Source: an optimization exercise on an open RTL-to-GDS flow (aim: small area, a short achievable clock period and few clock cycles per item). Production flows keep margins and buffers that such runs may drop. In this exercise RTL edits were held to simulation tests only and were not proved equivalent to the original. Power and IR drop assume default switching activity.

==> flow/design.v <==
`timescale 1ns / 1ps
package ncc_pkg;
    localparam int CHAN_W = 12;
    localparam int SQ_W   = 2 * CHAN_W;
    localparam int DIST_W = SQ_W + 2;
    localparam int IDX_W  = 4;
    localparam int CNT_W  = 5;
    localparam logic [CNT_W-1:0] CNT_RESET = 5'd16;
    localparam logic REQ_LOAD     = 1'b0;
    localparam logic REQ_CLASSIFY = 1'b1;
    typedef struct packed {
        logic [CHAN_W-1:0] y;
        logic [CHAN_W-1:0] cb;
        logic [CHAN_W-1:0] cr;
    } colour_t;
    localparam int COLOUR_W = 3 * CHAN_W;
endpackage
`timescale 1ns / 1ps
module ncc_fa (
    input  logic a,
    input  logic b,
    input  logic c,
    output logic s,
    output logic co
);
    assign s  = a ^ b ^ c;
    assign co = (a & b) | (a & c) | (b & c);
endmodule
module ncc_ha (
    input  logic a,
    input  logic b,
    output logic s,
    output logic co
);
    assign s  = a ^ b;
    assign co = a & b;
endmodule
`timescale 1ns / 1ps
module ncc_absd (
    input  logic [11:0] a,
    input  logic [11:0] b,
    output logic [11:0] m
);
    logic [12:0] df;
    assign df = {1'b0, a} - {1'b0, b};
    assign m  = (df[11:0] ^ {12{df[12]}}) + {11'd0, df[12]};
endmodule
module ncc_sq3_0 (
    input  logic [11:0] m0,
    input  logic [11:0] m1,
    input  logic [11:0] m2,
    output logic [52:0] co
);
    wire hs0, hc0;
    ncc_fa u_ha0 (.a(~m0[0]), .b(~m1[0]), .c(1'b1), .s(hs0), .co(hc0));
    wire hs1, hc1;
    ncc_fa u_ha1 (.a(~(m0[1] & ~m0[0])), .b(~(m1[1] & ~m1[0])), .c(1'b1), .s(hs1), .co(hc1));
    wire fs2, fc2;
    ncc_fa u_fa2 (.a(~(m0[0] & m0[2])), .b(~(m0[0] & m0[1])), .c(~(m1[0] & m1[2])), .s(fs2), .co(fc2));
    wire fs3, fc3;
    ncc_fa u_fa3 (.a(~(m1[0] & m1[1])), .b(~(m2[0] & m2[2])), .c(~(m2[0] & m2[1])), .s(fs3), .co(fc3));
    wire hs4, hc4;
    ncc_fa u_ha4 (.a(hc1), .b(fs2), .c(1'b1), .s(hs4), .co(hc4));
    wire fs5, fc5;
    ncc_fa u_fa5 (.a(~(m0[0] & m0[3])), .b(~(m0[2] & ~m0[1])), .c(~(m1[0] & m1[3])), .s(fs5), .co(fc5));
    wire fs6, fc6;
    ncc_fa u_fa6 (.a(~(m1[2] & ~m1[1])), .b(~(m2[0] & m2[3])), .c(~(m2[2] & ~m2[1])), .s(fs6), .co(fc6));
    wire fs7, fc7;
    ncc_fa u_fa7 (.a(fc2), .b(fc3), .c(fs5), .s(fs7), .co(fc7));
    wire hs8, hc8;
    ncc_fa u_ha8 (.a(fs6), .b(hc4), .c(1'b1), .s(hs8), .co(hc8));
    wire fs9, fc9;
    ncc_fa u_fa9 (.a(~(m0[0] & m0[4])), .b(~(m0[1] & m0[3])), .c(~(m0[1] & m0[2])), .s(fs9), .co(fc9));
    wire fs10, fc10;
    ncc_fa u_fa10 (.a(~(m1[0] & m1[4])), .b(~(m1[1] & m1[3])), .c(~(m1[1] & m1[2])), .s(fs10), .co(fc10));
    wire fs11, fc11;
    ncc_fa u_fa11 (.a(~(m2[0] & m2[4])), .b(~(m2[1] & m2[3])), .c(~(m2[1] & m2[2])), .s(fs11), .co(fc11));
    wire fs12, fc12;
    ncc_fa u_fa12 (.a(fc5), .b(fc6), .c(fs9), .s(fs12), .co(fc12));
    wire fs13, fc13;
    ncc_fa u_fa13 (.a(fs10), .b(fs11), .c(fc7), .s(fs13), .co(fc13));
    wire hs14, hc14;
    ncc_fa u_ha14 (.a(fs12), .b(hc8), .c(1'b1), .s(hs14), .co(hc14));
    wire fs15, fc15;
    ncc_fa u_fa15 (.a(~(m0[0] & m0[5])), .b(~(m0[1] & m0[4])), .c(~(m0[3] & ~m0[2])), .s(fs15), .co(fc15));
    wire fs16, fc16;
    ncc_fa u_fa16 (.a(~(m1[0] & m1[5])), .b(~(m1[1] & m1[4])), .c(~(m1[3] & ~m1[2])), .s(fs16), .co(fc16));
    wire fs17, fc17;
    ncc_fa u_fa17 (.a(~(m2[0] & m2[5])), .b(~(m2[1] & m2[4])), .c(~(m2[3] & ~m2[2])), .s(fs17), .co(fc17));
    wire fs18, fc18;
    ncc_fa u_fa18 (.a(fc9), .b(fc10), .c(fc11), .s(fs18), .co(fc18));
    wire fs19, fc19;
    ncc_fa u_fa19 (.a(fs15), .b(fs16), .c(fs17), .s(fs19), .co(fc19));
    wire fs20, fc20;
    ncc_fa u_fa20 (.a(fc12), .b(fs18), .c(fs19), .s(fs20), .co(fc20));
    wire hs21, hc21;
    ncc_fa u_ha21 (.a(hc14), .b(fc13), .c(1'b1), .s(hs21), .co(hc21));
    wire fs22, fc22;
    ncc_fa u_fa22 (.a(~(m0[0] & m0[6])), .b(~(m0[1] & m0[5])), .c(~(m0[2] & m0[4])), .s(fs22), .co(fc22));
    wire fs23, fc23;
    ncc_fa u_fa23 (.a(~(m0[2] & m0[3])), .b(~(m1[0] & m1[6])), .c(~(m1[1] & m1[5])), .s(fs23), .co(fc23));
    wire fs24, fc24;
    ncc_fa u_fa24 (.a(~(m1[2] & m1[4])), .b(~(m1[2] & m1[3])), .c(~(m2[0] & m2[6])), .s(fs24), .co(fc24));
    wire fs25, fc25;
    ncc_fa u_fa25 (.a(~(m2[1] & m2[5])), .b(~(m2[2] & m2[4])), .c(~(m2[2] & m2[3])), .s(fs25), .co(fc25));
    wire fs26, fc26;
    ncc_fa u_fa26 (.a(fc15), .b(fc16), .c(fc17), .s(fs26), .co(fc26));
    wire fs27, fc27;
    ncc_fa u_fa27 (.a(fs22), .b(fs23), .c(fs24), .s(fs27), .co(fc27));
    wire fs28, fc28;
    ncc_fa u_fa28 (.a(fs25), .b(fc18), .c(fc19), .s(fs28), .co(fc28));
    wire fs29, fc29;
    ncc_fa u_fa29 (.a(fs26), .b(fs27), .c(fs28), .s(fs29), .co(fc29));
    wire hs30, hc30;
    ncc_fa u_ha30 (.a(fc20), .b(hc21), .c(1'b1), .s(hs30), .co(hc30));
    wire fs31, fc31;
    ncc_fa u_fa31 (.a(~(m0[0] & m0[7])), .b(~(m0[1] & m0[6])), .c(~(m0[2] & m0[5])), .s(fs31), .co(fc31));
    wire fs32, fc32;
    ncc_fa u_fa32 (.a(~(m0[4] & ~m0[3])), .b(~(m1[0] & m1[7])), .c(~(m1[1] & m1[6])), .s(fs32), .co(fc32));
    wire fs33, fc33;
    ncc_fa u_fa33 (.a(~(m1[2] & m1[5])), .b(~(m1[4] & ~m1[3])), .c(~(m2[0] & m2[7])), .s(fs33), .co(fc33));
    wire fs34, fc34;
    ncc_fa u_fa34 (.a(~(m2[1] & m2[6])), .b(~(m2[2] & m2[5])), .c(~(m2[4] & ~m2[3])), .s(fs34), .co(fc34));
    wire fs35, fc35;
    ncc_fa u_fa35 (.a(fc22), .b(fc23), .c(fc24), .s(fs35), .co(fc35));
    wire fs36, fc36;
    ncc_fa u_fa36 (.a(fc25), .b(fs31), .c(fs32), .s(fs36), .co(fc36));
    wire fs37, fc37;
    ncc_fa u_fa37 (.a(fs33), .b(fs34), .c(fc26), .s(fs37), .co(fc37));
    wire fs38, fc38;
    ncc_fa u_fa38 (.a(fc27), .b(fs35), .c(fs36), .s(fs38), .co(fc38));
    wire fs39, fc39;
    ncc_fa u_fa39 (.a(fs37), .b(fc28), .c(fs38), .s(fs39), .co(fc39));
    wire hs40, hc40;
    ncc_fa u_ha40 (.a(fc29), .b(hc30), .c(1'b1), .s(hs40), .co(hc40));
    wire fs41, fc41;
    ncc_fa u_fa41 (.a(~(m0[0] & m0[8])), .b(~(m0[1] & m0[7])), .c(~(m0[2] & m0[6])), .s(fs41), .co(fc41));
    wire fs42, fc42;
    ncc_fa u_fa42 (.a(~(m0[3] & m0[5])), .b(~(m0[3] & m0[4])), .c(~(m1[0] & m1[8])), .s(fs42), .co(fc42));
    wire fs43, fc43;
    ncc_fa u_fa43 (.a(~(m1[1] & m1[7])), .b(~(m1[2] & m1[6])), .c(~(m1[3] & m1[5])), .s(fs43), .co(fc43));
    wire fs44, fc44;
    ncc_fa u_fa44 (.a(~(m1[3] & m1[4])), .b(~(m2[0] & m2[8])), .c(~(m2[1] & m2[7])), .s(fs44), .co(fc44));
    wire fs45, fc45;
    ncc_fa u_fa45 (.a(~(m2[2] & m2[6])), .b(~(m2[3] & m2[5])), .c(~(m2[3] & m2[4])), .s(fs45), .co(fc45));
    wire fs46, fc46;
    ncc_fa u_fa46 (.a(fc31), .b(fc32), .c(fc33), .s(fs46), .co(fc46));
    wire fs47, fc47;
    ncc_fa u_fa47 (.a(fc34), .b(fs41), .c(fs42), .s(fs47), .co(fc47));
    wire fs48, fc48;
    ncc_fa u_fa48 (.a(fs43), .b(fs44), .c(fs45), .s(fs48), .co(fc48));
    wire fs49, fc49;
    ncc_fa u_fa49 (.a(fc35), .b(fc36), .c(fs46), .s(fs49), .co(fc49));
    wire fs50, fc50;
    ncc_fa u_fa50 (.a(fs47), .b(fs48), .c(fc37), .s(fs50), .co(fc50));
    wire fs51, fc51;
    ncc_fa u_fa51 (.a(fc38), .b(fs49), .c(fs50), .s(fs51), .co(fc51));
    wire hs52, hc52;
    ncc_fa u_ha52 (.a(fc39), .b(hc40), .c(1'b1), .s(hs52), .co(hc52));
    wire fs53, fc53;
    ncc_fa u_fa53 (.a(~(m0[0] & m0[9])), .b(~(m0[1] & m0[8])), .c(~(m0[2] & m0[7])), .s(fs53), .co(fc53));
    wire fs54, fc54;
    ncc_fa u_fa54 (.a(~(m0[3] & m0[6])), .b(~(m0[5] & ~m0[4])), .c(~(m1[0] & m1[9])), .s(fs54), .co(fc54));
    wire fs55, fc55;
    ncc_fa u_fa55 (.a(~(m1[1] & m1[8])), .b(~(m1[2] & m1[7])), .c(~(m1[3] & m1[6])), .s(fs55), .co(fc55));
    wire fs56, fc56;
    ncc_fa u_fa56 (.a(~(m1[5] & ~m1[4])), .b(~(m2[0] & m2[9])), .c(~(m2[1] & m2[8])), .s(fs56), .co(fc56));
    wire fs57, fc57;
    ncc_fa u_fa57 (.a(~(m2[2] & m2[7])), .b(~(m2[3] & m2[6])), .c(~(m2[5] & ~m2[4])), .s(fs57), .co(fc57));
    wire fs58, fc58;
    ncc_fa u_fa58 (.a(fc41), .b(fc42), .c(fc43), .s(fs58), .co(fc58));
    wire fs59, fc59;
    ncc_fa u_fa59 (.a(fc44), .b(fc45), .c(fs53), .s(fs59), .co(fc59));
    wire fs60, fc60;
    ncc_fa u_fa60 (.a(fs54), .b(fs55), .c(fs56), .s(fs60), .co(fc60));
    wire fs61, fc61;
    ncc_fa u_fa61 (.a(fs57), .b(fc46), .c(fc47), .s(fs61), .co(fc61));
    wire fs62, fc62;
    ncc_fa u_fa62 (.a(fc48), .b(fs58), .c(fs59), .s(fs62), .co(fc62));
    wire fs63, fc63;
    ncc_fa u_fa63 (.a(fs60), .b(fc49), .c(fs61), .s(fs63), .co(fc63));
    wire fs64, fc64;
    ncc_fa u_fa64 (.a(fs62), .b(fc50), .c(fs63), .s(fs64), .co(fc64));
    wire fs65, fc65;
    ncc_fa u_fa65 (.a(~(m0[0] & m0[10])), .b(~(m0[1] & m0[9])), .c(~(m0[2] & m0[8])), .s(fs65), .co(fc65));
    wire fs66, fc66;
    ncc_fa u_fa66 (.a(~(m0[3] & m0[7])), .b(~(m0[4] & m0[6])), .c(~(m0[4] & m0[5])), .s(fs66), .co(fc66));
    wire fs67, fc67;
    ncc_fa u_fa67 (.a(~(m1[0] & m1[10])), .b(~(m1[1] & m1[9])), .c(~(m1[2] & m1[8])), .s(fs67), .co(fc67));
    wire fs68, fc68;
    ncc_fa u_fa68 (.a(~(m1[3] & m1[7])), .b(~(m1[4] & m1[6])), .c(~(m1[4] & m1[5])), .s(fs68), .co(fc68));
    wire fs69, fc69;
    ncc_fa u_fa69 (.a(~(m2[0] & m2[10])), .b(~(m2[1] & m2[9])), .c(~(m2[2] & m2[8])), .s(fs69), .co(fc69));
    wire fs70, fc70;
    ncc_fa u_fa70 (.a(~(m2[3] & m2[7])), .b(~(m2[4] & m2[6])), .c(~(m2[4] & m2[5])), .s(fs70), .co(fc70));
    wire fs71, fc71;
    ncc_fa u_fa71 (.a(fc53), .b(fc54), .c(fc55), .s(fs71), .co(fc71));
    wire fs72, fc72;
    ncc_fa u_fa72 (.a(fc56), .b(fc57), .c(fs65), .s(fs72), .co(fc72));
    wire fs73, fc73;
    ncc_fa u_fa73 (.a(fs66), .b(fs67), .c(fs68), .s(fs73), .co(fc73));
    wire fs74, fc74;
    ncc_fa u_fa74 (.a(fs69), .b(fs70), .c(fc58), .s(fs74), .co(fc74));
    wire fs75, fc75;
    ncc_fa u_fa75 (.a(fc59), .b(fc60), .c(fs71), .s(fs75), .co(fc75));
    wire fs76, fc76;
    ncc_fa u_fa76 (.a(fs72), .b(fs73), .c(fs74), .s(fs76), .co(fc76));
    wire fs77, fc77;
    ncc_fa u_fa77 (.a(fc61), .b(fc62), .c(fs75), .s(fs77), .co(fc77));
    wire fs78, fc78;
    ncc_fa u_fa78 (.a(fs76), .b(fc63), .c(fs77), .s(fs78), .co(fc78));
    wire fs79, fc79;
    ncc_fa u_fa79 (.a(~(m0[0] & m0[11])), .b(~(m0[1] & m0[10])), .c(~(m0[2] & m0[9])), .s(fs79), .co(fc79));
    wire fs80, fc80;
    ncc_fa u_fa80 (.a(~(m0[3] & m0[8])), .b(~(m0[4] & m0[7])), .c(~(m0[6] & ~m0[5])), .s(fs80), .co(fc80));
    wire fs81, fc81;
    ncc_fa u_fa81 (.a(~(m1[0] & m1[11])), .b(~(m1[1] & m1[10])), .c(~(m1[2] & m1[9])), .s(fs81), .co(fc81));
    wire fs82, fc82;
    ncc_fa u_fa82 (.a(~(m1[3] & m1[8])), .b(~(m1[4] & m1[7])), .c(~(m1[6] & ~m1[5])), .s(fs82), .co(fc82));
    wire fs83, fc83;
    ncc_fa u_fa83 (.a(~(m2[0] & m2[11])), .b(~(m2[1] & m2[10])), .c(~(m2[2] & m2[9])), .s(fs83), .co(fc83));
    wire fs84, fc84;
    ncc_fa u_fa84 (.a(~(m2[3] & m2[8])), .b(~(m2[4] & m2[7])), .c(~(m2[6] & ~m2[5])), .s(fs84), .co(fc84));
    wire fs85, fc85;
    ncc_fa u_fa85 (.a(fc65), .b(fc66), .c(fc67), .s(fs85), .co(fc85));
    wire fs86, fc86;
    ncc_fa u_fa86 (.a(fc68), .b(fc69), .c(fc70), .s(fs86), .co(fc86));
    wire fs87, fc87;
    ncc_fa u_fa87 (.a(fs79), .b(fs80), .c(fs81), .s(fs87), .co(fc87));
    wire fs88, fc88;
    ncc_fa u_fa88 (.a(fs82), .b(fs83), .c(fs84), .s(fs88), .co(fc88));
    wire fs89, fc89;
    ncc_fa u_fa89 (.a(fc71), .b(fc72), .c(fc73), .s(fs89), .co(fc89));
    wire fs90, fc90;
    ncc_fa u_fa90 (.a(fs85), .b(fs86), .c(fs87), .s(fs90), .co(fc90));
    wire fs91, fc91;
    ncc_fa u_fa91 (.a(fs88), .b(fc74), .c(fc75), .s(fs91), .co(fc91));
    wire fs92, fc92;
    ncc_fa u_fa92 (.a(fs89), .b(fs90), .c(fc76), .s(fs92), .co(fc92));
    wire fs93, fc93;
    ncc_fa u_fa93 (.a(fs91), .b(fc77), .c(fs92), .s(fs93), .co(fc93));
    wire fs94, fc94;
    ncc_fa u_fa94 (.a(~(m0[1] & m0[11])), .b(~(m0[2] & m0[10])), .c(~(m0[3] & m0[9])), .s(fs94), .co(fc94));
    wire fs95, fc95;
    ncc_fa u_fa95 (.a(~(m0[4] & m0[8])), .b(~(m0[5] & m0[7])), .c(~(m0[5] & m0[6])), .s(fs95), .co(fc95));
    wire fs96, fc96;
    ncc_fa u_fa96 (.a(~(m1[1] & m1[11])), .b(~(m1[2] & m1[10])), .c(~(m1[3] & m1[9])), .s(fs96), .co(fc96));
    wire fs97, fc97;
    ncc_fa u_fa97 (.a(~(m1[4] & m1[8])), .b(~(m1[5] & m1[7])), .c(~(m1[5] & m1[6])), .s(fs97), .co(fc97));
    wire fs98, fc98;
    ncc_fa u_fa98 (.a(~(m2[1] & m2[11])), .b(~(m2[2] & m2[10])), .c(~(m2[3] & m2[9])), .s(fs98), .co(fc98));
    wire fs99, fc99;
    ncc_fa u_fa99 (.a(~(m2[4] & m2[8])), .b(~(m2[5] & m2[7])), .c(~(m2[5] & m2[6])), .s(fs99), .co(fc99));
    wire fs100, fc100;
    ncc_fa u_fa100 (.a(fc79), .b(fc80), .c(fc81), .s(fs100), .co(fc100));
    wire fs101, fc101;
    ncc_fa u_fa101 (.a(fc82), .b(fc83), .c(fc84), .s(fs101), .co(fc101));
    wire fs102, fc102;
    ncc_fa u_fa102 (.a(fs94), .b(fs95), .c(fs96), .s(fs102), .co(fc102));
    wire fs103, fc103;
    ncc_fa u_fa103 (.a(fs97), .b(fs98), .c(fs99), .s(fs103), .co(fc103));
    wire fs104, fc104;
    ncc_fa u_fa104 (.a(fc85), .b(fc86), .c(fc87), .s(fs104), .co(fc104));
    wire fs105, fc105;
    ncc_fa u_fa105 (.a(fc88), .b(fs100), .c(fs101), .s(fs105), .co(fc105));
    wire fs106, fc106;
    ncc_fa u_fa106 (.a(fs102), .b(fs103), .c(fc89), .s(fs106), .co(fc106));
    wire fs107, fc107;
    ncc_fa u_fa107 (.a(fs104), .b(fc90), .c(fs105), .s(fs107), .co(fc107));
    wire fs108, fc108;
    ncc_fa u_fa108 (.a(fc91), .b(fs106), .c(fs107), .s(fs108), .co(fc108));
    wire fs109, fc109;
    ncc_fa u_fa109 (.a(~(m0[2] & m0[11])), .b(~(m0[3] & m0[10])), .c(~(m0[4] & m0[9])), .s(fs109), .co(fc109));
    wire fs110, fc110;
    ncc_fa u_fa110 (.a(~(m0[5] & m0[8])), .b(~(m0[7] & ~m0[6])), .c(~(m1[2] & m1[11])), .s(fs110), .co(fc110));
    wire fs111, fc111;
    ncc_fa u_fa111 (.a(~(m1[3] & m1[10])), .b(~(m1[4] & m1[9])), .c(~(m1[5] & m1[8])), .s(fs111), .co(fc111));
    wire fs112, fc112;
    ncc_fa u_fa112 (.a(~(m1[7] & ~m1[6])), .b(~(m2[2] & m2[11])), .c(~(m2[3] & m2[10])), .s(fs112), .co(fc112));
    wire fs113, fc113;
    ncc_fa u_fa113 (.a(~(m2[4] & m2[9])), .b(~(m2[5] & m2[8])), .c(~(m2[7] & ~m2[6])), .s(fs113), .co(fc113));
    wire fs114, fc114;
    ncc_fa u_fa114 (.a(fc94), .b(fc95), .c(fc96), .s(fs114), .co(fc114));
    wire fs115, fc115;
    ncc_fa u_fa115 (.a(fc97), .b(fc98), .c(fc99), .s(fs115), .co(fc115));
    wire fs116, fc116;
    ncc_fa u_fa116 (.a(fs109), .b(fs110), .c(fs111), .s(fs116), .co(fc116));
    wire fs117, fc117;
    ncc_fa u_fa117 (.a(fs112), .b(fs113), .c(fc100), .s(fs117), .co(fc117));
    wire fs118, fc118;
    ncc_fa u_fa118 (.a(fc101), .b(fc102), .c(fc103), .s(fs118), .co(fc118));
    wire fs119, fc119;
    ncc_fa u_fa119 (.a(fs114), .b(fs115), .c(fs116), .s(fs119), .co(fc119));
    wire fs120, fc120;
    ncc_fa u_fa120 (.a(fs117), .b(fc104), .c(fc105), .s(fs120), .co(fc120));
    wire fs121, fc121;
    ncc_fa u_fa121 (.a(fs118), .b(fs119), .c(fc106), .s(fs121), .co(fc121));
    wire fs122, fc122;
    ncc_fa u_fa122 (.a(fc107), .b(fs120), .c(fs121), .s(fs122), .co(fc122));
    wire fs123, fc123;
    ncc_fa u_fa123 (.a(~(m0[3] & m0[11])), .b(~(m0[4] & m0[10])), .c(~(m0[5] & m0[9])), .s(fs123), .co(fc123));
    wire fs124, fc124;
    ncc_fa u_fa124 (.a(~(m0[6] & m0[8])), .b(~(m0[6] & m0[7])), .c(~(m1[3] & m1[11])), .s(fs124), .co(fc124));
    wire fs125, fc125;
    ncc_fa u_fa125 (.a(~(m1[4] & m1[10])), .b(~(m1[5] & m1[9])), .c(~(m1[6] & m1[8])), .s(fs125), .co(fc125));
    wire fs126, fc126;
    ncc_fa u_fa126 (.a(~(m1[6] & m1[7])), .b(~(m2[3] & m2[11])), .c(~(m2[4] & m2[10])), .s(fs126), .co(fc126));
    wire fs127, fc127;
    ncc_fa u_fa127 (.a(~(m2[5] & m2[9])), .b(~(m2[6] & m2[8])), .c(~(m2[6] & m2[7])), .s(fs127), .co(fc127));
    wire fs128, fc128;
    ncc_fa u_fa128 (.a(fc109), .b(fc110), .c(fc111), .s(fs128), .co(fc128));
    wire fs129, fc129;
    ncc_fa u_fa129 (.a(fc112), .b(fc113), .c(fs123), .s(fs129), .co(fc129));
    wire fs130, fc130;
    ncc_fa u_fa130 (.a(fs124), .b(fs125), .c(fs126), .s(fs130), .co(fc130));
    wire fs131, fc131;
    ncc_fa u_fa131 (.a(fs127), .b(fc114), .c(fc115), .s(fs131), .co(fc131));
    wire fs132, fc132;
    ncc_fa u_fa132 (.a(fc116), .b(fs128), .c(fs129), .s(fs132), .co(fc132));
    wire fs133, fc133;
    ncc_fa u_fa133 (.a(fs130), .b(fc117), .c(fc118), .s(fs133), .co(fc133));
    wire fs134, fc134;
    ncc_fa u_fa134 (.a(fs131), .b(fc119), .c(fs132), .s(fs134), .co(fc134));
    wire fs135, fc135;
    ncc_fa u_fa135 (.a(fc120), .b(fs133), .c(fs134), .s(fs135), .co(fc135));
    wire fs136, fc136;
    ncc_fa u_fa136 (.a(~(m0[4] & m0[11])), .b(~(m0[5] & m0[10])), .c(~(m0[6] & m0[9])), .s(fs136), .co(fc136));
    wire fs137, fc137;
    ncc_fa u_fa137 (.a(~(m0[8] & ~m0[7])), .b(~(m1[4] & m1[11])), .c(~(m1[5] & m1[10])), .s(fs137), .co(fc137));
    wire fs138, fc138;
    ncc_fa u_fa138 (.a(~(m1[6] & m1[9])), .b(~(m1[8] & ~m1[7])), .c(~(m2[4] & m2[11])), .s(fs138), .co(fc138));
    wire fs139, fc139;
    ncc_fa u_fa139 (.a(~(m2[5] & m2[10])), .b(~(m2[6] & m2[9])), .c(~(m2[8] & ~m2[7])), .s(fs139), .co(fc139));
    wire fs140, fc140;
    ncc_fa u_fa140 (.a(fc123), .b(fc124), .c(fc125), .s(fs140), .co(fc140));
    wire fs141, fc141;
    ncc_fa u_fa141 (.a(fc126), .b(fc127), .c(fs136), .s(fs141), .co(fc141));
    wire fs142, fc142;
    ncc_fa u_fa142 (.a(fs137), .b(fs138), .c(fs139), .s(fs142), .co(fc142));
    wire fs143, fc143;
    ncc_fa u_fa143 (.a(fc128), .b(fc129), .c(fc130), .s(fs143), .co(fc143));
    wire fs144, fc144;
    ncc_fa u_fa144 (.a(fs140), .b(fs141), .c(fs142), .s(fs144), .co(fc144));
    wire fs145, fc145;
    ncc_fa u_fa145 (.a(fc131), .b(fc132), .c(fs143), .s(fs145), .co(fc145));
    wire fs146, fc146;
    ncc_fa u_fa146 (.a(fs144), .b(fc133), .c(fc134), .s(fs146), .co(fc146));
    wire fs147, fc147;
    ncc_fa u_fa147 (.a(~(m0[5] & m0[11])), .b(~(m0[6] & m0[10])), .c(~(m0[7] & m0[9])), .s(fs147), .co(fc147));
    wire fs148, fc148;
    ncc_fa u_fa148 (.a(~(m0[7] & m0[8])), .b(~(m1[5] & m1[11])), .c(~(m1[6] & m1[10])), .s(fs148), .co(fc148));
    wire fs149, fc149;
    ncc_fa u_fa149 (.a(~(m1[7] & m1[9])), .b(~(m1[7] & m1[8])), .c(~(m2[5] & m2[11])), .s(fs149), .co(fc149));
    wire fs150, fc150;
    ncc_fa u_fa150 (.a(~(m2[6] & m2[10])), .b(~(m2[7] & m2[9])), .c(~(m2[7] & m2[8])), .s(fs150), .co(fc150));
    wire fs151, fc151;
    ncc_fa u_fa151 (.a(fc136), .b(fc137), .c(fc138), .s(fs151), .co(fc151));
    wire fs152, fc152;
    ncc_fa u_fa152 (.a(fc139), .b(fs147), .c(fs148), .s(fs152), .co(fc152));
    wire fs153, fc153;
    ncc_fa u_fa153 (.a(fs149), .b(fs150), .c(fc140), .s(fs153), .co(fc153));
    wire fs154, fc154;
    ncc_fa u_fa154 (.a(fc141), .b(fc142), .c(fs151), .s(fs154), .co(fc154));
    wire fs155, fc155;
    ncc_fa u_fa155 (.a(fs152), .b(fs153), .c(fc143), .s(fs155), .co(fc155));
    wire fs156, fc156;
    ncc_fa u_fa156 (.a(fc144), .b(fs154), .c(fs155), .s(fs156), .co(fc156));
    wire hs157, hc157;
    ncc_fa u_ha157 (.a(fc145), .b(fs156), .c(1'b1), .s(hs157), .co(hc157));
    wire fs158, fc158;
    ncc_fa u_fa158 (.a(~(m0[6] & m0[11])), .b(~(m0[7] & m0[10])), .c(~(m0[9] & ~m0[8])), .s(fs158), .co(fc158));
    wire fs159, fc159;
    ncc_fa u_fa159 (.a(~(m1[6] & m1[11])), .b(~(m1[7] & m1[10])), .c(~(m1[9] & ~m1[8])), .s(fs159), .co(fc159));
    wire fs160, fc160;
    ncc_fa u_fa160 (.a(~(m2[6] & m2[11])), .b(~(m2[7] & m2[10])), .c(~(m2[9] & ~m2[8])), .s(fs160), .co(fc160));
    wire fs161, fc161;
    ncc_fa u_fa161 (.a(fc147), .b(fc148), .c(fc149), .s(fs161), .co(fc161));
    wire fs162, fc162;
    ncc_fa u_fa162 (.a(fc150), .b(fs158), .c(fs159), .s(fs162), .co(fc162));
    wire fs163, fc163;
    ncc_fa u_fa163 (.a(fs160), .b(fc151), .c(fc152), .s(fs163), .co(fc163));
    wire fs164, fc164;
    ncc_fa u_fa164 (.a(fs161), .b(fs162), .c(fc153), .s(fs164), .co(fc164));
    wire fs165, fc165;
    ncc_fa u_fa165 (.a(fc154), .b(fs163), .c(fs164), .s(fs165), .co(fc165));
    wire fs166, fc166;
    ncc_fa u_fa166 (.a(fc155), .b(fs165), .c(fc156), .s(fs166), .co(fc166));
    wire fs167, fc167;
    ncc_fa u_fa167 (.a(~(m0[7] & m0[11])), .b(~(m0[8] & m0[10])), .c(~(m0[8] & m0[9])), .s(fs167), .co(fc167));
    wire fs168, fc168;
    ncc_fa u_fa168 (.a(~(m1[7] & m1[11])), .b(~(m1[8] & m1[10])), .c(~(m1[8] & m1[9])), .s(fs168), .co(fc168));
    wire fs169, fc169;
    ncc_fa u_fa169 (.a(~(m2[7] & m2[11])), .b(~(m2[8] & m2[10])), .c(~(m2[8] & m2[9])), .s(fs169), .co(fc169));
    wire fs170, fc170;
    ncc_fa u_fa170 (.a(fc158), .b(fc159), .c(fc160), .s(fs170), .co(fc170));
    wire fs171, fc171;
    ncc_fa u_fa171 (.a(fs167), .b(fs168), .c(fs169), .s(fs171), .co(fc171));
    wire fs172, fc172;
    ncc_fa u_fa172 (.a(fc161), .b(fc162), .c(fs170), .s(fs172), .co(fc172));
    wire fs173, fc173;
    ncc_fa u_fa173 (.a(fs171), .b(fc163), .c(fs172), .s(fs173), .co(fc173));
    wire fs174, fc174;
    ncc_fa u_fa174 (.a(fc164), .b(fs173), .c(fc165), .s(fs174), .co(fc174));
    wire fs175, fc175;
    ncc_fa u_fa175 (.a(~(m0[8] & m0[11])), .b(~(m0[10] & ~m0[9])), .c(~(m1[8] & m1[11])), .s(fs175), .co(fc175));
    wire fs176, fc176;
    ncc_fa u_fa176 (.a(~(m1[10] & ~m1[9])), .b(~(m2[8] & m2[11])), .c(~(m2[10] & ~m2[9])), .s(fs176), .co(fc176));
    wire fs177, fc177;
    ncc_fa u_fa177 (.a(fc167), .b(fc168), .c(fc169), .s(fs177), .co(fc177));
    wire fs178, fc178;
    ncc_fa u_fa178 (.a(fs175), .b(fs176), .c(fc170), .s(fs178), .co(fc178));
    wire fs179, fc179;
    ncc_fa u_fa179 (.a(fc171), .b(fs177), .c(fs178), .s(fs179), .co(fc179));
    wire fs180, fc180;
    ncc_fa u_fa180 (.a(fc172), .b(fs179), .c(fc173), .s(fs180), .co(fc180));
    wire fs181, fc181;
    ncc_fa u_fa181 (.a(~(m0[9] & m0[11])), .b(~(m0[9] & m0[10])), .c(~(m1[9] & m1[11])), .s(fs181), .co(fc181));
    wire fs182, fc182;
    ncc_fa u_fa182 (.a(~(m1[9] & m1[10])), .b(~(m2[9] & m2[11])), .c(~(m2[9] & m2[10])), .s(fs182), .co(fc182));
    wire fs183, fc183;
    ncc_fa u_fa183 (.a(fc175), .b(fc176), .c(fs181), .s(fs183), .co(fc183));
    wire fs184, fc184;
    ncc_fa u_fa184 (.a(fs182), .b(fc177), .c(fs183), .s(fs184), .co(fc184));
    wire fs185, fc185;
    ncc_fa u_fa185 (.a(fc178), .b(fs184), .c(fc179), .s(fs185), .co(fc185));
    wire fs186, fc186;
    ncc_fa u_fa186 (.a(~(m0[11] & ~m0[10])), .b(~(m1[11] & ~m1[10])), .c(~(m2[11] & ~m2[10])), .s(fs186), .co(fc186));
    wire fs187, fc187;
    ncc_fa u_fa187 (.a(fc181), .b(fc182), .c(fs186), .s(fs187), .co(fc187));
    wire fs188, fc188;
    ncc_fa u_fa188 (.a(fc183), .b(fs187), .c(fc184), .s(fs188), .co(fc188));
    wire fs189, fc189;
    ncc_fa u_fa189 (.a(~(m0[10] & m0[11])), .b(~(m1[10] & m1[11])), .c(~(m2[10] & m2[11])), .s(fs189), .co(fc189));
    wire fs190, fc190;
    ncc_fa u_fa190 (.a(fc186), .b(fs189), .c(fc187), .s(fs190), .co(fc190));
    assign co = {fc190, fc189, fs190, fc188, fs188, fc185, fs185, fc180, fs180, fc174, fs174, fc166, fs166, hc157, hs157, fc146, fc135, fs146, fs145, fc122, fs135, fc121, fs122, fc108, fc93, fs108, fc92, fs93, fc78, fs78, fc64, fs64, hc52, fc51, hs52, fs51, hs40, fs39, hs30, fs29, hs21, fs20, hs14, fs13, hs8, fs7, hs4, fs3, hs1, ~(m2[1] & ~m2[0]), hc0, hs0, ~m2[0]};
endmodule
module ncc_sq3_1 (
    input  logic [52:0] ci,
    output logic [25:0] r0,
    output logic [25:0] r1
);
    wire hs0, hc0;
    ncc_fa u_ha0 (.a(ci[19]), .b(ci[20]), .c(1'b1), .s(hs0), .co(hc0));
    wire hs1, hc1;
    ncc_fa u_ha1 (.a(ci[22]), .b(ci[23]), .c(1'b1), .s(hs1), .co(hc1));
    wire hs2, hc2;
    ncc_fa u_ha2 (.a(ci[24]), .b(ci[25]), .c(1'b1), .s(hs2), .co(hc2));
    wire fs3, fc3;
    ncc_fa u_fa3 (.a(ci[26]), .b(ci[27]), .c(ci[28]), .s(fs3), .co(fc3));
    wire hs4, hc4;
    ncc_fa u_ha4 (.a(ci[29]), .b(ci[30]), .c(1'b1), .s(hs4), .co(hc4));
    wire fs5, fc5;
    ncc_fa u_fa5 (.a(ci[31]), .b(ci[32]), .c(ci[33]), .s(fs5), .co(fc5));
    wire fs6, fc6;
    ncc_fa u_fa6 (.a(ci[34]), .b(ci[35]), .c(ci[36]), .s(fs6), .co(fc6));
    wire hs7, hc7;
    ncc_fa u_ha7 (.a(ci[37]), .b(ci[38]), .c(1'b1), .s(hs7), .co(hc7));
    wire hs8, hc8;
    ncc_fa u_ha8 (.a(ci[39]), .b(ci[40]), .c(1'b1), .s(hs8), .co(hc8));
    wire hs9, hc9;
    ncc_fa u_ha9 (.a(ci[41]), .b(ci[42]), .c(1'b1), .s(hs9), .co(hc9));
    wire hs10, hc10;
    ncc_fa u_ha10 (.a(ci[43]), .b(ci[44]), .c(1'b1), .s(hs10), .co(hc10));
    wire hs11, hc11;
    ncc_fa u_ha11 (.a(ci[45]), .b(ci[46]), .c(1'b1), .s(hs11), .co(hc11));
    wire hs12, hc12;
    ncc_fa u_ha12 (.a(ci[47]), .b(ci[48]), .c(1'b1), .s(hs12), .co(hc12));
    wire hs13, hc13;
    ncc_fa u_ha13 (.a(ci[49]), .b(ci[50]), .c(1'b1), .s(hs13), .co(hc13));
    wire hs14, hc14;
    ncc_fa u_ha14 (.a(ci[51]), .b(ci[52]), .c(1'b1), .s(hs14), .co(hc14));
    assign r0 = {hc14, hc13, hc12, hc11, hc10, hc9, hc8, hc7, fc6, fc5, hc4, fc3, hc2, hc1, hc0, ci[21], ci[17], ci[15], ci[13], ci[11], ci[9], ci[7], ci[5], ci[3], ci[2], ci[0]};
    assign r1 = {1'b1, hs14, hs13, hs12, hs11, hs10, hs9, hs8, hs7, fs6, fs5, hs4, fs3, hs2, hs1, hs0, ci[18], ci[16], ci[14], ci[12], ci[10], ci[8], ci[6], ci[4], 1'b1, ci[1]};
endmodule
module ncc_add26 (
    input  logic [25:0] r0,
    input  logic [25:0] r1,
    output logic [25:0] y
);
    assign y = r0 + r1;
endmodule
`timescale 1ns / 1ps
module nearest_centroid_color_classifier_core
(
    input  logic                        clk,
    input  logic                        rst_n,
    input  logic                        cfg_wr_en,
    input  logic [ncc_pkg::CNT_W-1:0]   cfg_wr_data,
    input  logic                        in_valid,
    output logic                        in_stall,
    input  logic                        req_type,
    input  logic [ncc_pkg::IDX_W-1:0]   entry_index,
    input  logic [ncc_pkg::CHAN_W-1:0]  chan_y,
    input  logic [ncc_pkg::CHAN_W-1:0]  chan_cb,
    input  logic [ncc_pkg::CHAN_W-1:0]  chan_cr,
    output logic                        out_valid,
    input  logic                        out_stall,
    output logic [ncc_pkg::IDX_W-1:0]   class_index
);
    logic        stall_q;
    logic [4:0]  cnt_q;
    logic        fire, ld_fire, cl_fire;
    logic [35:0] pix_in;
    logic [35:0] tab [16];
    assign in_stall = stall_q;
    assign fire     = in_valid & ~stall_q;
    assign ld_fire  = fire & (req_type == ncc_pkg::REQ_LOAD);
    assign cl_fire  = fire & (req_type == ncc_pkg::REQ_CLASSIFY);
    assign pix_in   = {chan_y, chan_cb, chan_cr};
    always_ff @(posedge clk)
    begin
        if (ld_fire)
            tab[entry_index] <= pix_in;
    end
    always_ff @(posedge clk or negedge rst_n)
    begin
        if (!rst_n)
            cnt_q <= ncc_pkg::CNT_RESET;
        else if (cfg_wr_en)
            cnt_q <= cfg_wr_data;
    end
    logic        s1_v;
    logic [4:0]  s1_n;
    logic [35:0] s_pix;
    always_ff @(posedge clk or negedge rst_n)
    begin
        if (!rst_n)
            s1_v <= 1'b0;
        else
            s1_v <= cl_fire;
    end
    always_ff @(posedge clk)
    begin
        s1_n <= cnt_q;
        s_pix <= pix_in;
    end
    function automatic logic [11:0] absdiff12(input logic [11:0] a, input logic [11:0] b);
        logic [11:0] g, p, gg, pp, cin;
        logic        c;
        g  = a & ~b;
        p  = ~(a ^ b);
        gg = g;
        pp = p;
        for (int d = 1; d < 12; d = d * 2)
            for (int i = 11; i >= d; i--)
            begin
                gg[i] = gg[i] | (pp[i] & gg[i-d]);
                pp[i] = pp[i] & pp[i-d];
            end
        c = gg[11];
        cin[0] = c;
        for (int i = 1; i < 12; i++)
            cin[i] = gg[i-1] | (pp[i-1] & c);
        absdiff12 = (p ^ cin) ^ {12{~c}};
    endfunction
    logic [16*3*12-1:0] ad_m;
    for (genvar i = 0; i < 16; i++)
    begin : g_ad
        assign ad_m[(i*3+0)*12 +: 12] = absdiff12(s_pix[35:24], tab[i][35:24]);
        assign ad_m[(i*3+1)*12 +: 12] = absdiff12(s_pix[23:12], tab[i][23:12]);
        assign ad_m[(i*3+2)*12 +: 12] = absdiff12(s_pix[11:0], tab[i][11:0]);
    end
    logic        s2_v;
    logic [4:0]  s2_n;
    logic [16*3*12-1:0] s2_m;
    always_ff @(posedge clk or negedge rst_n)
        if (!rst_n) s2_v <= 1'b0; else s2_v <= s1_v;
    always_ff @(posedge clk)
    begin
        s2_n <= s1_n;
        s2_m <= ad_m;
    end
    logic [16*53-1:0] cs0_co;
    for (genvar i = 0; i < 16; i++)
    begin : g_cs0
        ncc_sq3_0 u_cs (.m0(s2_m[(i*3+0)*12 +: 12]), .m1(s2_m[(i*3+1)*12 +: 12]), .m2(s2_m[(i*3+2)*12 +: 12]), .co(cs0_co[i*53 +: 53]));
    end
    logic        s3_v;
    logic [4:0]  s3_n;
    logic [16*53-1:0] s3_c;
    always_ff @(posedge clk or negedge rst_n)
        if (!rst_n) s3_v <= 1'b0; else s3_v <= s2_v;
    always_ff @(posedge clk)
    begin
        s3_n <= s2_n;
        s3_c <= cs0_co;
    end
    logic [16*26-1:0] cs1_r0;
    logic [16*26-1:0] cs1_r1;
    for (genvar i = 0; i < 16; i++)
    begin : g_cs1
        ncc_sq3_1 u_cs (.ci(s3_c[i*53 +: 53]), .r0(cs1_r0[i*26 +: 26]), .r1(cs1_r1[i*26 +: 26]));
    end
    logic [16*26-1:0] dsum;
    for (genvar i = 0; i < 16; i++)
    begin : g_add
        assign dsum[i*26 +: 26] = ~(cs1_r0[i*26 +: 26] + cs1_r1[i*26 +: 26] + 26'd1);
    end
    logic        s4_v;
    logic [4:0]  s4_n;
    logic [16*26-1:0] s4_d;
    always_ff @(posedge clk or negedge rst_n)
        if (!rst_n) s4_v <= 1'b0; else s4_v <= s3_v;
    always_ff @(posedge clk)
    begin
        s4_n <= s3_n;
        s4_d <= dsum;
    end
    logic [15:0] th;
    always_comb
        for (int k = 0; k < 16; k++)
            th[k] = (s4_n > 5'(k));
    wire        sel_l1_0 = th[1] & (s4_d[26 +: 26] < s4_d[0 +: 26]);
    wire [25:0] d_l1_0 = sel_l1_0 ? s4_d[26 +: 26] : s4_d[0 +: 26];
    wire [0:0]  i_l1_0 = sel_l1_0;
    wire        sel_l1_1 = th[3] & (s4_d[78 +: 26] < s4_d[52 +: 26]);
    wire [25:0] d_l1_1 = sel_l1_1 ? s4_d[78 +: 26] : s4_d[52 +: 26];
    wire [0:0]  i_l1_1 = sel_l1_1;
    wire        sel_l1_2 = th[5] & (s4_d[130 +: 26] < s4_d[104 +: 26]);
    wire [25:0] d_l1_2 = sel_l1_2 ? s4_d[130 +: 26] : s4_d[104 +: 26];
    wire [0:0]  i_l1_2 = sel_l1_2;
    wire        sel_l1_3 = th[7] & (s4_d[182 +: 26] < s4_d[156 +: 26]);
    wire [25:0] d_l1_3 = sel_l1_3 ? s4_d[182 +: 26] : s4_d[156 +: 26];
    wire [0:0]  i_l1_3 = sel_l1_3;
    wire        sel_l1_4 = th[9] & (s4_d[234 +: 26] < s4_d[208 +: 26]);
    wire [25:0] d_l1_4 = sel_l1_4 ? s4_d[234 +: 26] : s4_d[208 +: 26];
    wire [0:0]  i_l1_4 = sel_l1_4;
    wire        sel_l1_5 = th[11] & (s4_d[286 +: 26] < s4_d[260 +: 26]);
    wire [25:0] d_l1_5 = sel_l1_5 ? s4_d[286 +: 26] : s4_d[260 +: 26];
    wire [0:0]  i_l1_5 = sel_l1_5;
    wire        sel_l1_6 = th[13] & (s4_d[338 +: 26] < s4_d[312 +: 26]);
    wire [25:0] d_l1_6 = sel_l1_6 ? s4_d[338 +: 26] : s4_d[312 +: 26];
    wire [0:0]  i_l1_6 = sel_l1_6;
    wire        sel_l1_7 = th[15] & (s4_d[390 +: 26] < s4_d[364 +: 26]);
    wire [25:0] d_l1_7 = sel_l1_7 ? s4_d[390 +: 26] : s4_d[364 +: 26];
    wire [0:0]  i_l1_7 = sel_l1_7;
    logic        s5_v;
    logic [25:0] qd_l1_0;
    logic [0:0]  qi_l1_0;
    logic [25:0] qd_l1_1;
    logic [0:0]  qi_l1_1;
    logic [25:0] qd_l1_2;
    logic [0:0]  qi_l1_2;
    logic [25:0] qd_l1_3;
    logic [0:0]  qi_l1_3;
    logic [25:0] qd_l1_4;
    logic [0:0]  qi_l1_4;
    logic [25:0] qd_l1_5;
    logic [0:0]  qi_l1_5;
    logic [25:0] qd_l1_6;
    logic [0:0]  qi_l1_6;
    logic [25:0] qd_l1_7;
    logic [0:0]  qi_l1_7;
    logic        s5_th2;
    logic        s5_th6;
    logic        s5_th10;
    logic        s5_th14;
    logic        s5_th4;
    logic        s5_th12;
    logic        s5_th8;
    always_ff @(posedge clk or negedge rst_n)
        if (!rst_n) s5_v <= 1'b0; else s5_v <= s4_v;
    always_ff @(posedge clk)
    begin
        qd_l1_0 <= d_l1_0;
        qi_l1_0 <= i_l1_0;
        qd_l1_1 <= d_l1_1;
        qi_l1_1 <= i_l1_1;
        qd_l1_2 <= d_l1_2;
        qi_l1_2 <= i_l1_2;
        qd_l1_3 <= d_l1_3;
        qi_l1_3 <= i_l1_3;
        qd_l1_4 <= d_l1_4;
        qi_l1_4 <= i_l1_4;
        qd_l1_5 <= d_l1_5;
        qi_l1_5 <= i_l1_5;
        qd_l1_6 <= d_l1_6;
        qi_l1_6 <= i_l1_6;
        qd_l1_7 <= d_l1_7;
        qi_l1_7 <= i_l1_7;
        s5_th2 <= th[2];
        s5_th6 <= th[6];
        s5_th10 <= th[10];
        s5_th14 <= th[14];
        s5_th4 <= th[4];
        s5_th12 <= th[12];
        s5_th8 <= th[8];
    end
    wire        sel_l2_0 = s5_th2 & (qd_l1_1 < qd_l1_0);
    wire [25:0] d_l2_0 = sel_l2_0 ? qd_l1_1 : qd_l1_0;
    wire [1:0]  i_l2_0 = sel_l2_0 ? {1'b1, qi_l1_1} : {1'b0, qi_l1_0};
    wire        sel_l2_1 = s5_th6 & (qd_l1_3 < qd_l1_2);
    wire [25:0] d_l2_1 = sel_l2_1 ? qd_l1_3 : qd_l1_2;
    wire [1:0]  i_l2_1 = sel_l2_1 ? {1'b1, qi_l1_3} : {1'b0, qi_l1_2};
    wire        sel_l2_2 = s5_th10 & (qd_l1_5 < qd_l1_4);
    wire [25:0] d_l2_2 = sel_l2_2 ? qd_l1_5 : qd_l1_4;
    wire [1:0]  i_l2_2 = sel_l2_2 ? {1'b1, qi_l1_5} : {1'b0, qi_l1_4};
    wire        sel_l2_3 = s5_th14 & (qd_l1_7 < qd_l1_6);
    wire [25:0] d_l2_3 = sel_l2_3 ? qd_l1_7 : qd_l1_6;
    wire [1:0]  i_l2_3 = sel_l2_3 ? {1'b1, qi_l1_7} : {1'b0, qi_l1_6};
    logic        s6_v;
    logic [25:0] qd_l2_0;
    logic [1:0]  qi_l2_0;
    logic [25:0] qd_l2_1;
    logic [1:0]  qi_l2_1;
    logic [25:0] qd_l2_2;
    logic [1:0]  qi_l2_2;
    logic [25:0] qd_l2_3;
    logic [1:0]  qi_l2_3;
    logic        s6_th4;
    logic        s6_th12;
    logic        s6_th8;
    always_ff @(posedge clk or negedge rst_n)
        if (!rst_n) s6_v <= 1'b0; else s6_v <= s5_v;
    always_ff @(posedge clk)
    begin
        qd_l2_0 <= d_l2_0;
        qi_l2_0 <= i_l2_0;
        qd_l2_1 <= d_l2_1;
        qi_l2_1 <= i_l2_1;
        qd_l2_2 <= d_l2_2;
        qi_l2_2 <= i_l2_2;
        qd_l2_3 <= d_l2_3;
        qi_l2_3 <= i_l2_3;
        s6_th4 <= s5_th4;
        s6_th12 <= s5_th12;
        s6_th8 <= s5_th8;
    end
    wire        sel_l3_0 = s6_th4 & (qd_l2_1 < qd_l2_0);
    wire [25:0] d_l3_0 = sel_l3_0 ? qd_l2_1 : qd_l2_0;
    wire [2:0]  i_l3_0 = sel_l3_0 ? {1'b1, qi_l2_1} : {1'b0, qi_l2_0};
    wire        sel_l3_1 = s6_th12 & (qd_l2_3 < qd_l2_2);
    wire [25:0] d_l3_1 = sel_l3_1 ? qd_l2_3 : qd_l2_2;
    wire [2:0]  i_l3_1 = sel_l3_1 ? {1'b1, qi_l2_3} : {1'b0, qi_l2_2};
    logic        s7_v;
    logic [25:0] qd_l3_0;
    logic [2:0]  qi_l3_0;
    logic [25:0] qd_l3_1;
    logic [2:0]  qi_l3_1;
    logic        s7_th8;
    always_ff @(posedge clk or negedge rst_n)
        if (!rst_n) s7_v <= 1'b0; else s7_v <= s6_v;
    always_ff @(posedge clk)
    begin
        qd_l3_0 <= d_l3_0;
        qi_l3_0 <= i_l3_0;
        qd_l3_1 <= d_l3_1;
        qi_l3_1 <= i_l3_1;
        s7_th8 <= s6_th8;
    end
    wire        sel_l4_0 = s7_th8 & (qd_l3_1 < qd_l3_0);
    wire [25:0] d_l4_0 = sel_l4_0 ? qd_l3_1 : qd_l3_0;
    wire [3:0]  i_l4_0 = sel_l4_0 ? {1'b1, qi_l3_1} : {1'b0, qi_l3_0};
    wire [3:0] res   = i_l4_0;
    wire       res_v = s7_v;
    localparam int QD = 10;
    logic [3:0] q_d [QD];
    logic       q_v [QD];
    logic [3:0] owed_q;
    logic       pop;
    logic [3:0] owed_n;
    assign pop    = q_v[0] & ~out_stall;
    assign owed_n = owed_q + {3'd0, cl_fire} - {3'd0, pop};
    always_ff @(posedge clk or negedge rst_n)
    begin
        if (!rst_n)
        begin
            owed_q  <= '0;
            stall_q <= 1'b0;
        end
        else
        begin
            owed_q  <= owed_n;
            stall_q <= (owed_n >= 4'(QD));
        end
    end
    for (genvar j = 0; j < QD; j++)
    begin : g_q
        logic       v_sh;
        logic [3:0] d_sh;
        logic       prev_full;
        logic       put;
        if (j + 1 < QD)
        begin : g_sh
            assign v_sh = pop ? q_v[j+1] : q_v[j];
            assign d_sh = pop ? q_d[j+1] : q_d[j];
        end
        else
        begin : g_last
            assign v_sh = pop ? 1'b0 : q_v[j];
            assign d_sh = q_d[j];
        end
        if (j == 0)
        begin : g_p0
            assign prev_full = 1'b1;
        end
        else
        begin : g_pn
            assign prev_full = pop ? q_v[j] : q_v[j-1];
        end
        assign put = res_v & prev_full & ~v_sh;
        always_ff @(posedge clk or negedge rst_n)
        begin
            if (!rst_n)
                q_v[j] <= 1'b0;
            else
                q_v[j] <= v_sh | put;
        end
        always_ff @(posedge clk)
        begin
            q_d[j] <= put ? res : d_sh;
        end
    end
    assign out_valid   = q_v[0];
    assign class_index = q_d[0];
endmodule
==> flow/run.sh <==
#!/bin/bash
# synth_recipe.tcl (not shown) runs the flow's synth.tcl, then flattens the netlist and writes it again
# the make line also repeats each setting of config.mk as NAME=value (left out here)
make -C /OpenROAD-flow-scripts/flow DESIGN_CONFIG=/design/flow/config.mk WORK_HOME=/design/flow/orfs CLKGATE_MAP_FILE= SYNTH_SCRIPT=/design/flow/synth_recipe.tcl finish
==> flow/config.mk <==
export PLATFORM = sky130hd
export DESIGN_NAME = nearest_centroid_color_classifier_core
export DESIGN_NICKNAME = nearest_centroid_color_classifier_core
export VERILOG_FILES = /design/flow/design.v
export SDC_FILE = /design/flow/constraint.sdc
export NUM_CORES = 4
export LEC_CHECK = 0
export CAP_MARGIN = 20
export CORE_MARGIN = 2
export CORE_UTILIZATION = 55
export PLACE_DENSITY = 0.7
export SETUP_SLACK_MARGIN = 3.3
export SLEW_MARGIN = 20
export SYNTH_HIERARCHICAL = 1
==> flow/constraint.sdc <==
create_clock -name core_clock -period 7.0 [get_ports {clk}]
set_input_delay 1.4000 -clock core_clock [delete_from_list [all_inputs] [get_ports {clk}]]
set_output_delay 1.4000 -clock core_clock [all_outputs]
set_load 0.01 [all_outputs]
==> run notes <==
[worst max-delay path: cells and delay by family (launching register included)]
kind | cells | cell delay (ns)
buffers and inverters | 1 | 0.14
flip-flops | 1 | 0.40
AND/OR/NAND/NOR | 1 | 0.05
adder cells (fa/ha/maj) | 8 | 3.09
[per-layer routing]
metal,vias to the layer above,track usage [%],wire (um)
li1,66800,-,-
met1,75400,36.8,235000
met2,7645,44.3,277000
met3,1787,8.41,68500
met4,28,17.6,38500
met5,-,0.226,359
[Yosys stat by module, one instance, submodules excluded]
module,copies in the design,cell area [um2],cells
nearest_centroid_color_classifier_core,1,132000,12500
ncc_sq3_1,16,394,53
ncc_sq3_0,16,1740,322
ncc_fa,3296,20.0,1
[sequential cells by signal, summed over array words and instances, names as in the netlist, 10 cells and up]
name     count
qd_l2_2     26
qd_l1_6     26
qd_l1_2     26
qd_l3_0     26
qd_l2_3     26
s4_d       416
qd_l3_1     26
q_d         40
qd_l1_5     26
s_pix       36
qd_l1_7     26
qd_l2_1     26
q_v         10
qd_l1_3     26
s2_m       576
qd_l2_0     26
qd_l1_1     26
tab        576
qd_l1_4     26
s3_c       848
qd_l1_0     26
[layout make-up]
| type | instances | area share (%) |
|---|---|---|
| Timing Repair Buffer | 385 | 1.30 |
| Sequential cell | 2936 | 27.8 |
| Multi-Input combinational cell | 15500 | 60.7 |
| Clock buffer | 449 | 4.02 |
| Inverter | 1367 | 2.15 |
| Tap cell | 5640 | 2.96 |
| Antenna cell | 175 | 0.184 |
| Clock inverter | 164 | 0.873 |
[cell usage in the layout (no fill, tap or decap), types with 144 or more instances in the layout]
cell type     n
xor2_1      491
nand2_1    3759
dfxtp_1    1683
dfxtp_4     203
edfxtp_1    616
nor2_1      467
ha_1       1355
o21a_1      147
mux2_1      153
a21o_1      731
mux2_2      232
nand3_1     171
fa_2        144
clkbuf_16   350
nor3_1      166
conb_1      384
xnor2_1     385
mux2i_1     209
diode_2     175
o21ai_0     424
nand2b_1    699
inv_1      1366
buf_4       303
fa_1       3169
a21oi_1    1080
dfxtp_2     407
[kinds of logic (layout without fill, tap and decap cells)]
group / Yosys count / count (layout)
AND/OR/NAND/NOR: 5821 / 5821
adder cells (fa/ha/maj): 4668 / 4668
buffers and inverters: 3753 / 2365
AO/OA/AOI/OAI: 3116 / 3116
flip-flops: 2936 / 2936
XOR/XNOR: 881 / 881
multiplexers: 594 / 594
other: 32 / 559
[metrics by stage]
step,utilization [%],cells,worst slack [ns],hold WS [ns]
6_report,56.8,26600,3.24,0.321
3_5_place_dp,53.1,25600,2.36,0.313
5_1_grt,56.7,26400,3.17,0.324
4_1_cts,56.5,26400,3.17,0.325
3_3_place_gp,53.1,25600,2.39,0.310
2_1_floorplan,-,22200,3.03,0.310
[worst paths after layout]
kind                       slack, ns         to  cells past startpoint
max                             3.24  s3_c[654]                     10
min                             0.32    s2_n[1]                      0
max reg2reg                     3.24  s3_c[654]                     10
min reg2reg                     0.32    s2_n[1]                      0
max in group asynchronous       5.72    stall_q                      1
min in group asynchronous       0.59     q_v[0]                      1
[cell usage after synthesis (31+ instances only)]
cell type / instances
conb_1: 32
o21ai_1: 126
o21a_1: 149
xnor2_1: 386
mux2i_1: 209
nand4_1: 139
nand2b_1: 722
a21oi_1: 1082
a21o_1: 731
a211oi_1: 35
ha_1: 1355
inv_1: 1366
o31ai_1: 35
buf_6: 530
and3_1: 55
o21bai_1: 119
nand2_1: 3788
edfxtp_1: 616
mux2_1: 153
buf_4: 1698
nor3_1: 171
o31a_1: 31
o21ai_0: 427
nor2b_1: 112
clkbuf_1: 107
a31oi_1: 115
nand3_1: 171
fa_1: 3313
dfxtp_1: 2293
and4_1: 31
mux2_2: 232
xor2_1: 495
buf_2: 38
o211ai_1: 37
nor2_1: 480
[power by group]
part | total [uW] | switching (uW) | internal, uW
logic | 79800 | 44100 | 35800
registers | 31300 | 6180 | 25100
clock network | 18500 | 7620 | 10900
total | 130000 | 57900 | 71800
[repair_timing]
item                                    in CTS  in global routing
gates cloned                                 0                  0
pin swaps                                  107                 52
endpoints found under the setup margin     262                269
setup buffers                              188                 19
resized for setup                          622                226
==> metrics.md <==
| Metric | Value |
|---|---|
| Fin. max-slew vios | `0` |
| Register area share after synthesis | `28.0%` |
| CP Launch Type | `register` |
| CTS root buf | `clkbuf_16` |
| Leakage | `between 0.09 and 0.1 uW` |
| Die height | `654 um` |
| Highest Clock Rate | `between 200 and 300 MHz` |
| Worst Min Path Start | `s1_n[1]` |
| Worst Path Max Fanout | `4` |
| Arr. time, crit path | `~4.7 ns` |
| Adder-cell share of the synthesized area | `a little over a third` |
| CP Class | `reg -> reg` |
| Worst Setup End Kind | `register` |
| FF+latch area | `between 60000 and 70000 um2` |
| Width of the chip | `approximately 650 um` |
| Setup Skew | `~0.051 ns` |
| Total power | `130000 uW` |
| Number of DRC markers in iteration 0 | `~14k` |
| Grt ovf | `0` |
| Synth area leader | `fa_1` |
| Hold_buf cts | `0` |
| Setup Total Neg Slack | `0 ns` |
| TritonCTS clock tree | `built` |
| Final Cell Area | `239000 um2` |
| Synthesis-stage register bit count | `~2.9k` |
| Multi-input logic area | `between 100000 and 150000 um2` |
| Post-Route WL | `between 600000 and 700000 um` |
| FP Rows | `roughly 240` |
| Via count | `about 150k` |
| Max incr delay on CP | `0.51 ns` |
| Max_cap viols | `0` |
| DP HPWL | `between 400000 and 500000 um` |
| SO Faults | `antenna violations` |
| Largest family of logic cells by synthesized area | `adder cells` |
| Mean Syn Cell Area | `between 10 and 15 um2` |
| Drt pass-1 iters | `8` |
| Simple-gate portion of the synthesized area | `11.0%` |
| Initial antenna violation count | `95` |
| Rel. slew slack | `about 14%` |
| CP startpoint | `s2_m[433]` |
| Warnings from Yosys | `9` |
| Starting density of the core | `around 55%` |
| Post-synthesis compound-gate area fraction | `under 10%` |
| H-tree Lvls | `5` |
| Hold Crit Class | `reg -> reg` |
| Mapped Area | `232000 um2` |
| Drt drc | `0` |
| Worst slew pin tran | `around 1.3 ns` |
| Crit path required time | `between 7 and 8 ns` |
| Post-synthesis mux area share | `2.77%` |
| IO Pins | `57` |
| Setup violations, final | `0` |
| Unrepaired setup endpoints after global routing | `true` |
| Synth cell types | `100` |
| I/O Buffers | `56` |
| Tot GR Track Use | `29.1%` |
| Ys async rst share | `less than 1%` |
| Critical path cell sequence | `buf_4, nand2b_4, fa_2, fa_2, fa_2, fa_2, fa_2, fa_2, fa_2, fa_2` |
| Clock latency at the later pin of the worst-skew pair | `0.98 ns` |
| Period minus WS final | `around 3.8 ns` |
| Final hold violation count | `0` |
| Peak supply drop | `a little under 400 uV` |
| DR WL/cell | `around 23 um` |
| Final net count | `between 20k and 30k` |
| ANT nets after route | `1` |
| Number of global-route vias before repair | `roughly 150k` |
| Clock Pin Slew Worst Setup and Hold Paths | `0.06 ns` |
| Number of synthesized flops with an enable pin | `approximately 600` |
| Largest cells by area after synthesis | `fa_1 29%, dfxtp_1 20%, edfxtp_1 8.0%, ha_1 7.3%, nand2_1 6.1%` |
| CTS buffer count | `332` |
| GP Congestion | `~0.96` |
| Vias/cell | `approximately 5.7` |
| XOR/XNOR share of the synthesized area | `3.32%` |
| Layout area overhead | `2.74%` |
| Clock sink count | `~3k` |
| Die area | `approximately 430000 um2` |
| Worst r2r src | `s2_m[433]` |
| Longest Clk Path Bufs | `4` |
| Pwr/cell area | `approximately 540 nW/um2` |
| Placed cell area | `223000 um2` |
| Slowest-stage cell, CP | `fa_2` |
| Primary FF master, synth | `dfxtp_1` |
| Pin count of the biggest net entering global routing | `37` |
| Filler Cell Count | `between 30k and 40k` |
| Synth top area share | `about 29%` |
| Worst path most repeated cell | `fa_2` |
| Layout cells sized above 1 | `under 10%` |
| Core area | `~420000 um2` |
| Post-route clock period utilization | `53.7%` |
| Status | `complete, but fails checks` |
| First-pass GRT wire length | `roughly 930000 um` |
| Gate Count Post-Synth | `roughly 22k` |
Testbench counts, summed over its fixed seeds: cycles 5,663, items 5,018.

[afterwards: timing with drivers on the ports]
No port has a modelled driver above. Below, the same layout with a new extraction and two added sets of constraints.
Step 1 (the two cells are an assumption about what drives the block):
set clk [get_ports {clk}]
set_driving_cell -lib_cell sky130_fd_sc_hd__clkbuf_16 $clk
set_driving_cell -lib_cell sky130_fd_sc_hd__buf_2 [delete_from_list [all_inputs] $clk]
Step 2, shift: input delay + t, output delay - t, t = (earliest + latest rising clock arrival at the registers) / 2. This alone moves slack from input paths to output paths.
Slacks: no drivers / after step 1 / after step 2; pairs: no drivers / after step 1.
t (ns): 1.079
setup WS [ns]: 3.242 / 3.242 / 2.496
hold slack, ns: 0.321 / 0.321 / 0.321
worst slew at a driven data input, ns: 0.26
The setup slack of this run moves by 0.000 ns with the drivers and by -0.746 ns with both steps.
